This is an optimization exercise on Yosys and OpenROAD, whose aim is small area, not a production implementation.
RTL that was checked went through simulation tests only; none was proved equivalent to the original.
No activity file was given, so power comes from the tool's default toggle rates.

## v6
==> flow/design.v <==
package rv_pkg;
    localparam int XLEN = 32;                      
    typedef enum logic [6:0] {
        OPC_OP     = 7'b0110011,
        OPC_OP_IMM = 7'b0010011,
        OPC_LUI    = 7'b0110111,
        OPC_AUIPC  = 7'b0010111,
        OPC_JAL    = 7'b1101111,
        OPC_JALR   = 7'b1100111,
        OPC_BRANCH = 7'b1100011
    } opcode_e;
    typedef enum logic [3:0] {
        ALU_ADD, ALU_SUB, ALU_SLL, ALU_SLT, ALU_SLTU, ALU_XOR,
        ALU_SRL, ALU_SRA, ALU_OR, ALU_AND, ALU_PASS_B
    } alu_op_e;
    typedef enum logic [3:0] {
        BR_NONE, BR_BEQ, BR_BNE, BR_BLT, BR_BGE, BR_BLTU, BR_BGEU, BR_JAL, BR_JALR
    } br_op_e;
    typedef enum logic [1:0] {
        WB_NONE, WB_ALU, WB_LINK
    } wb_sel_e;
    localparam logic [6:0] FUNCT7_NORM = 7'b0000000;   
    localparam logic [6:0] FUNCT7_ALT  = 7'b0100000;   
    localparam logic [2:0] F3_ADD_SUB = 3'b000;
    localparam logic [2:0] F3_SLL     = 3'b001;
    localparam logic [2:0] F3_SLT     = 3'b010;
    localparam logic [2:0] F3_SLTU    = 3'b011;
    localparam logic [2:0] F3_XOR     = 3'b100;
    localparam logic [2:0] F3_SRL_SRA = 3'b101;
    localparam logic [2:0] F3_OR      = 3'b110;
    localparam logic [2:0] F3_AND     = 3'b111;
    localparam logic [2:0] F3_BEQ  = 3'b000;           
    localparam logic [2:0] F3_BNE  = 3'b001;
    localparam logic [2:0] F3_BLT  = 3'b100;
    localparam logic [2:0] F3_BGE  = 3'b101;
    localparam logic [2:0] F3_BLTU = 3'b110;
    localparam logic [2:0] F3_BGEU = 3'b111;
endpackage
`timescale 1ns/1ps
module ex_stage
#(
    parameter int XLEN = 32
) (
    input  logic            clk,
    input  logic            rst,
    input  logic            in_valid,
    input  logic [6:0]      opcode,
    input  logic [2:0]      funct3,
    input  logic [6:0]      funct7,
    input  logic [XLEN-1:0] rs1_data,
    input  logic [XLEN-1:0] rs2_data,
    input  logic [XLEN-1:0] imm,
    input  logic [XLEN-1:0] pc,
    output logic            out_valid,
    output logic [XLEN-1:0] out_result,
    output logic            out_illegal,
    output logic            redirect_valid,
    output logic [XLEN-1:0] redirect_pc
);
    logic is_op, is_opi, is_lui, is_auipc, is_jal, is_jalr, is_br;
    logic arith, link, f7n, f7a, bad;
    assign is_op    = (opcode == 7'b0110011);
    assign is_opi   = (opcode == 7'b0010011);
    assign is_lui   = (opcode == 7'b0110111);
    assign is_auipc = (opcode == 7'b0010111);
    assign is_jal   = (opcode == 7'b1101111);
    assign is_jalr  = (opcode == 7'b1100111);
    assign is_br    = (opcode == 7'b1100011);
    assign arith    = is_op | is_opi;
    assign link     = is_jal | is_jalr;
    assign f7n      = (funct7 == 7'b0000000);
    assign f7a      = (funct7 == 7'b0100000);
    assign bad = ~(arith | is_lui | is_auipc | link | is_br)
               | (is_op  & (funct3 == 3'b000 || funct3 == 3'b101) & ~(f7n | f7a))
               | (is_opi & (funct3 == 3'b101) & ~(f7n | f7a))
               | (arith  & (funct3 == 3'b001) & ~f7n)
               | (is_br  & (funct3[2:1] == 2'b01));
    logic sel_pc, sel_rev, sel_rs1, sel_four, sel_rs2, sub;
    assign sel_pc   = opcode[2] & (opcode[6] | ~opcode[5]);
    assign sel_rev  = ~opcode[2] & ~opcode[6] & (funct3 == 3'b001);
    assign sel_rs1  = ~opcode[2] & ~sel_rev;
    assign sel_four = opcode[2] & opcode[6];
    assign sel_rs2  = ~opcode[2] & opcode[5];
    assign sub = ~opcode[2] & (opcode[6] | (~funct3[2] & (funct3[1] | (~funct3[0] & opcode[5] & funct7[5]))));
    logic [31:0] rs1_rev, a, bx;
    always_comb begin
        for (int i = 0; i < 32; i++) begin
            rs1_rev[i] = rs1_data[31-i];
        end
    end
    assign a  = (pc & {32{sel_pc}}) | (rs1_rev & {32{sel_rev}}) | (rs1_data & {32{sel_rs1}});
    logic sel_imm;
    assign sel_imm = ~sel_rs2 & ~sel_four;
    assign bx = (rs2_data & {32{sel_rs2 & ~sub}}) | (~rs2_data & {32{sel_rs2 & sub}})
              | (imm & {32{sel_imm & ~sub}}) | (~imm & {32{sel_imm & sub}})
              | {29'd0, sel_four, 2'd0};
    logic [31:0] p, g, sum;
    assign p = a ^ bx;
    assign g = a & bx;
    logic        co;
    pg_add u_add (.p(p), .g(g), .ci(sub), .s(sum), .co(co));
    logic uns, lt, eq;
    assign uns = opcode[6] ? funct3[1] : funct3[0];
    assign lt  = ~co ^ (~uns & ~p[31]);              
    assign eq  = &p;
    logic [31:0] sr, sr_rev;
    logic        fill;
    assign fill = funct3[2] & funct7[5] & a[31];
    assign sr   = 32'($signed({fill, a}) >>> bx[4:0]);    
    always_comb begin
        for (int i = 0; i < 32; i++) begin
            sr_rev[i] = sr[31-i];
        end
    end
    logic redir, keep;
    logic s_sum, s_sll, s_srl, s_lt, s_x, s_a, alu;
    assign keep  = ~bad & ~redir;
    assign alu   = keep & ~opcode[2] & ~opcode[6];
    assign s_sum = keep & (opcode[2] | (~opcode[6] & (funct3 == 3'b000)));
    assign s_sll = alu & (funct3 == 3'b001);
    assign s_lt  = alu & (funct3[2:1] == 2'b01);
    assign s_srl = alu & (funct3 == 3'b101);
    assign s_x   = alu & funct3[2] & ~funct3[0];                       
    assign s_a   = alu & funct3[2] & funct3[1];                        
    logic [31:0] res, t1;
    assign res = (sum & {32{s_sum}}) | (sr_rev & {32{s_sll}}) | (sr & {32{s_srl}})
               | (p & {32{s_x}}) | (g & {32{s_a}}) | {31'd0, lt & s_lt}
               | (t1 & {32{redir}});
    logic [31:0] tb, tsum, tgt;
    logic        taken;
    logic tjalr;
    assign tjalr = opcode[2] & ~opcode[3];
    assign tb    = tjalr ? rs1_data : pc;
    pg_add u_tgt (.p(tb ^ imm), .g(tb & imm), .ci(1'b0), .s(tsum), .co());
    assign tgt   = tsum & {31'h7fffffff, ~tjalr};
    assign taken = opcode[6] & (opcode[2] | ((funct3[2] ? lt : eq) ^ funct3[0]));
    logic        v1, ill1, tk1;
    logic [31:0] r1;
    assign redir = v1 & tk1 & ~ill1;
    always_ff @(posedge clk) begin
        v1   <= in_valid & ~rst & ~redir;
        ill1 <= bad;
        tk1  <= taken;
        r1   <= res;
        t1   <= tgt;
    end
    assign redirect_pc = r1;
    logic accept;
    assign accept = v1 & ~rst;
    always_ff @(posedge clk) begin
        out_valid      <= accept;
        out_illegal    <= accept & ill1;
        redirect_valid <= accept & tk1 & ~ill1;
        out_result     <= r1;
    end
endmodule
module pg_add #(
    parameter int N = 32
) (
    input  logic [N-1:0] p,
    input  logic [N-1:0] g,
    input  logic         ci,
    output logic [N-1:0] s,
    output logic         co
);
    logic [N-1:0] gg, pp;
    always_comb begin
        gg = g;
        pp = p;
        gg[0] = g[0] | (p[0] & ci);
        for (int l = 0; (1 << l) < N; l++) begin
            for (int i = (2 << l) - 1; i < N; i += (2 << l)) begin
                gg[i] = gg[i] | (pp[i] & gg[i - (1 << l)]);
                pp[i] = pp[i] & pp[i - (1 << l)];
            end
        end
        for (int l = 4; l >= 0; l--) begin
            for (int i = 3 * (1 << l) - 1; i < N; i += (2 << l)) begin
                gg[i] = gg[i] | (pp[i] & gg[i - (1 << l)]);
                pp[i] = pp[i] & pp[i - (1 << l)];
            end
        end
        s  = p ^ {gg[N-2:0], ci};
        co = gg[N-1];
    end
endmodule
export LEC_CHECK = 0
export CAP_MARGIN = 20
export CORE_MARGIN = 2
export CORE_UTILIZATION = 60
export SLEW_MARGIN = 20
create_clock -name core_clock -period 7.0 [get_ports {clk}]
standard.sh (not shown) runs the stock make flow with config.mk's settings and CLKGATE_MAP_FILE= SYNTH_SCRIPT=/design/flow/synth_recipe.tcl, a recipe that flattens the netlist after the stock synthesis.
==> flow/flow/run.sh <==
#!/bin/bash
# The standard layout, with two changes: ABC maps for area with its own
# script (flow/abc.script), and ports get the smallest buffer.
set -euo pipefail
here=$(pwd)
bash standard.sh SYNTH_SCRIPT="$here/flow/my_synth.tcl" \
    BUFFER_PORTS_ARGS="-buffer_cell sky130_fd_sc_hd__buf_1" finish > standard.log 2>&1
==> flow/flow/abc.script <==
strash
&get -n
&st
&dch
&nf -R 1000
&put
topo
stime -c
buffer -c
upsize -c
dnsize -c
==> flow/flow/my_synth.tcl <==
# The standard flow's synthesis, with ABC run on this folder's script instead of ORFS's
set ::my_flow_dir [file dirname [file normalize [info script]]]
proc abc {args} {
  set i [lsearch $args -script]
  if {$i >= 0} {
    lset args [expr {$i + 1}] [file join $::my_flow_dir abc.script]
  }
  yosys abc {*}$args
}
source [file join $::my_flow_dir .. synth_recipe.tcl]
Modified inputs, v7 compared to v6
-- flow/design.v --
<<< v6, line 83
    assign sel_rs2  = ~opcode[2] & opcode[5];
    assign sub = ~opcode[2] & (opcode[6] | (~funct3[2] & (funct3[1] | (~funct3[0] & opcode[5] & funct7[5]))));
    logic [31:0] rs1_rev, a, bx;
    always_comb begin
        for (int i = 0; i < 32; i++) begin
>>> v7, line 83
    assign sel_rs2  = ~opcode[2] & opcode[5];
    assign sub = ~opcode[2] & (opcode[6] | (~funct3[2] & (funct3[1] | (~funct3[0] & opcode[5] & funct7[5]))));
    logic [31:0] rs1_rev, a, b, bx;
    always_comb begin
        for (int i = 0; i < 32; i++) begin
<<< v6, line 90
    end
    assign a  = (pc & {32{sel_pc}}) | (rs1_rev & {32{sel_rev}}) | (rs1_data & {32{sel_rs1}});
    logic sel_imm;
    assign sel_imm = ~sel_rs2 & ~sel_four;
    assign bx = (rs2_data & {32{sel_rs2 & ~sub}}) | (~rs2_data & {32{sel_rs2 & sub}})
              | (imm & {32{sel_imm & ~sub}}) | (~imm & {32{sel_imm & sub}})
              | {29'd0, sel_four, 2'd0};
    logic [31:0] p, g, sum;
    assign p = a ^ bx;
>>> v7, line 90
    end
    assign a  = (pc & {32{sel_pc}}) | (rs1_rev & {32{sel_rev}}) | (rs1_data & {32{sel_rs1}});
    assign b  = sel_four ? 32'd4 : (sel_rs2 ? rs2_data : imm);
    assign bx = b ^ {32{sub}};
    logic [31:0] p, g, sum;
    assign p = a ^ bx;
<<< v6, line 102
    logic uns, lt, eq;
    assign uns = opcode[6] ? funct3[1] : funct3[0];
    assign lt  = ~co ^ (~uns & ~p[31]);              
    assign eq  = &p;
    logic [31:0] sr, sr_rev;
    logic        fill;
    assign fill = funct3[2] & funct7[5] & a[31];
    assign sr   = 32'($signed({fill, a}) >>> bx[4:0]);    
    always_comb begin
        for (int i = 0; i < 32; i++) begin
>>> v7, line 99
    logic uns, lt, eq;
    assign uns = opcode[6] ? funct3[1] : funct3[0];
    assign lt  = ~co ^ (~uns & (a[31] ^ b[31]));      
    assign eq  = &p;
    logic [31:0] sr, sr_rev;
    logic        fill;
    assign fill = funct3[2] & funct7[5] & a[31];
    assign sr   = 32'($signed({fill, a}) >>> b[4:0]);
    always_comb begin
        for (int i = 0; i < 32; i++) begin
## What came out
- Diff v7..v6 | number of max-capacitance violations reported | unchanged
- On hold slack, v7 and v6 are basically level.
- v7 ended up with a higher via count of the first global-routing pass than v6 did.
- The lower routed wire length on met3 came out of v7.
- v7 leaves more setup margin than v6.
- Changes observed in v7 relative to v6: number of cells in the finished layout apart from fillers up 106; fmax up 4.5%; post-detailed-routing wire length up 950 um.
- Of v7 and v6, it is v7 that has the lower fraction of the mapped netlist area in adder cells.
- Sequential power ended up about 0.6% higher on v7 than on v6.
- NOTE: post-layout minimum cycle time in v7 falls short of that of v6
- [v7] maximum cell stage delay along the critical path fell 0.03 ns relative to v6
- v7 reports its critical path launch point as opcode[2] while v6 reports funct3[1].
- Row critical path depth: v7 lower / v6 higher
Function not checked in v7: the RTL went through the layout flow alone.

re-timing with driven ports:
The flow's constraints put no driver on any port. The routed layouts listed below were extracted and timed again, unchanged, in two steps. Step 1: set_driving_cell puts a clkbuf_16 on clk and a buf_2 on each other input, an assumption about the parent block. Step 2 moves the port delays by t, midway between the first and last clock arrival at a register: inputs arrive t later, outputs are due t later. That takes back most of the time a late clock gives input paths. Slacks: ideal / step 1 / step 2; pairs: ideal / step 1.
run	shift t [ns]	setup WS [ns]	clock arrival spread, ns	worst slew at a driven data input, ns
v6	0.401	0.379 / 0.404 / 0.003	0.015 / 0.014	0.05
v7	0.401	0.664 / 0.685 / 0.284	0.016 / 0.017	0.05
After both steps every run listed still meets setup and hold. The setup slack of v7, which loses most, moves by +0.021 ns with the drivers and by -0.380 ns with both steps.
